This design comes from an exercise in tuning for small area on the open sky130 flow, not from production work.
Only simulation tests tie the RTL to the original design; equivalence was not proved.

Setup of run A:
// ddr_traffic_driver
module ddr_traffic_driver #(
  parameter int MAX_ROW  = 3,
  parameter int MAX_COL  = 16,
  parameter int MAX_BANK = 3
) (
  input  logic                        clk,
  input  logic                        reset_n,
  input  logic                        local_ready,
  input  logic                        local_wdata_req,
  input  logic                        local_rdata_valid,
  input  ddr_traffic_pkg::data_word_t local_rdata,
  output ddr_traffic_pkg::mem_addr_t  local_addr,
  output logic                        local_write_req,
  output logic                        local_read_req,
  output ddr_traffic_pkg::data_word_t local_wdata,
  output ddr_traffic_pkg::byte_en_t   local_be,
  output ddr_traffic_pkg::byte_en_t   pnf_per_byte,
  output logic                        pnf_persist,
  output logic                        test_complete,
  output logic [7:0]                  test_status
);
For scale: about 1100 cells after synthesis.
export LEC_CHECK = 0
export ABC_AREA = 1
export CAP_MARGIN = 20
export CORE_MARGIN = 2
export CORE_UTILIZATION = 55
export CTS_BUF_LIST = sky130_fd_sc_hd__clkbuf_8 sky130_fd_sc_hd__clkbuf_4
export SETUP_SLACK_MARGIN = 0.2
export SLEW_MARGIN = 20
create_clock -name core_clock -period 5.0 [get_ports {clk}]
standard.sh (not shown) runs the stock make flow with config.mk's settings and CLKGATE_MAP_FILE= SYNTH_SCRIPT=/design/flow/synth_recipe.tcl, a recipe that flattens the netlist after the stock synthesis.
==> flow/flow/run.sh <==
#!/bin/bash
# The standard layout with two changes: synthesis maps the logic with an area-oriented ABC
# script (flow/abc_map.script), and the port buffers use the smallest buffer.
set -euo pipefail
export MY_ABC_SCRIPT="$PWD/flow/abc_map.script"
export BUFFER_PORTS_ARGS="-buffer_cell sky130_fd_sc_hd__buf_1"
bash standard.sh "SYNTH_SCRIPT=$PWD/flow/synth.tcl" finish > standard.log 2>&1
==> flow/flow/abc_map.script <==
strash
dch -f
amap
topo
dnsize -c
==> flow/flow/synth.tcl <==
# The standard flow's synthesis script (synth_recipe.tcl), with an area-oriented ABC script for the
# technology mapping of the logic between the registers
proc synth {args} { yosys synth -nofsm -noshare {*}$args }
proc abc {args} {
  set i [lsearch -exact $args -script]
  if {$i >= 0} { set args [lreplace $args $i [expr {$i + 1}] -script $::env(MY_ABC_SCRIPT)] }
  yosys abc {*}$args
}
source $::env(SCRIPTS_DIR)/synth.tcl
# left out here: clear keep_hierarchy, flatten, clean up, hide names made inside functions, write 1_2_yosys.v
--- input diff run A..run B ---
Settings: a deleted SETUP_SLACK_MARGIN that had been 0.2.
==> flow/flow/run.sh <==
#!/bin/bash
# The standard layout with these changes: synthesis maps the logic with an area-oriented ABC
# script (flow/abc_map.script) and without Yosys's half/full adder extraction, the port
# buffers use the smallest buffer, and clock tree synthesis adds no dummy loads.
set -euo pipefail
export MY_ABC_SCRIPT="$PWD/flow/abc_map.script"
export BUFFER_PORTS_ARGS="-buffer_cell sky130_fd_sc_hd__buf_1"
export CTS_ARGS="-sink_clustering_enable -repair_clock_nets -buf_list {sky130_fd_sc_hd__clkbuf_8 sky130_fd_sc_hd__clkbuf_4} -dont_use_dummy_load"
bash standard.sh "SYNTH_SCRIPT=$PWD/flow/synth.tcl" "ADDER_MAP_FILE=" finish > standard.log 2>&1
==> flow/flow/abc_map.script <==
strash
&get -n
&dch -f
&nf -R 1000
&put
topo
--- outcome ---
Run B finished every stage and its layout cleared the timing, DRC and antenna checks.
Run A: no failed stages, no open violations at the end
Going from run A to run B, time the final worst path needs with I/O delays and setup went down by 440 ps, maximum number of pins on one net before global-route repair now sits higher, instance count after placement with tap cells included down 163, worst hold slack after final layout fell by 19 ps.
Run A vs run B, critical path capture point: local_wdata[91] vs local_wdata[26]
Edits applied to the flow inputs when going from run B to run C:
==> flow/flow/run.sh <==
#!/bin/bash
# The standard layout with three changes: synthesis maps the logic with an area-oriented ABC
# script (flow/abc_map.script) and without Yosys's half/full adder extraction, and the port
# buffers use the smallest buffer.
set -euo pipefail
export MY_ABC_SCRIPT="$PWD/flow/abc_map.script"
export BUFFER_PORTS_ARGS="-buffer_cell sky130_fd_sc_hd__buf_1"
bash standard.sh "SYNTH_SCRIPT=$PWD/flow/synth.tcl" "ADDER_MAP_FILE=" finish > standard.log 2>&1
- Fraction of final layout cells sized beyond drive strength 1 (run C over run B): increase, 0.52 points
- Sort run B and run C by count of TritonRoute iterations in the first routing pass, ascending, and run B comes first.
- Between run B and run C, worst setup slack decreased.
- On die area, run C tracks run B almost exactly.
- Fmax: run C worse than run B
- The data arrival time of the critical path of run C exceeds that of run B by 20 ps.
- Diff run C..run B | average size of a mapped cell | unchanged
- Diff run B and run C: worst hold slack across all endpoints higher in run C

afterwards: timing with drivers on the ports:
No port has a modelled driver above. Below, the same layouts with a new extraction and two added sets of constraints.
Step 1, drivers: a clkbuf_16 drives clk and a buf_2 each remaining input, both assumed.
Step 2 also shifts input and output timing later by t, the mid clock arrival at the registers, as if the neighbouring blocks saw the same clock.
Three values: ideal, step 1, step 2; two values: the first two.
| run | t, ns | setup WS [ns] | worst slew at a driven data input, ns |
|---|---|---|---|
| run A | 0.430 | 0.227 / 0.185 / 0.615 | 0.09 |
| run B | 0.392 | 0.671 / 0.634 / 1.026 | 0.07 |
| run C | 0.399 | 0.646 / 0.608 / 1.007 | 0.07 |
After both steps setup and hold are still met in every run listed.
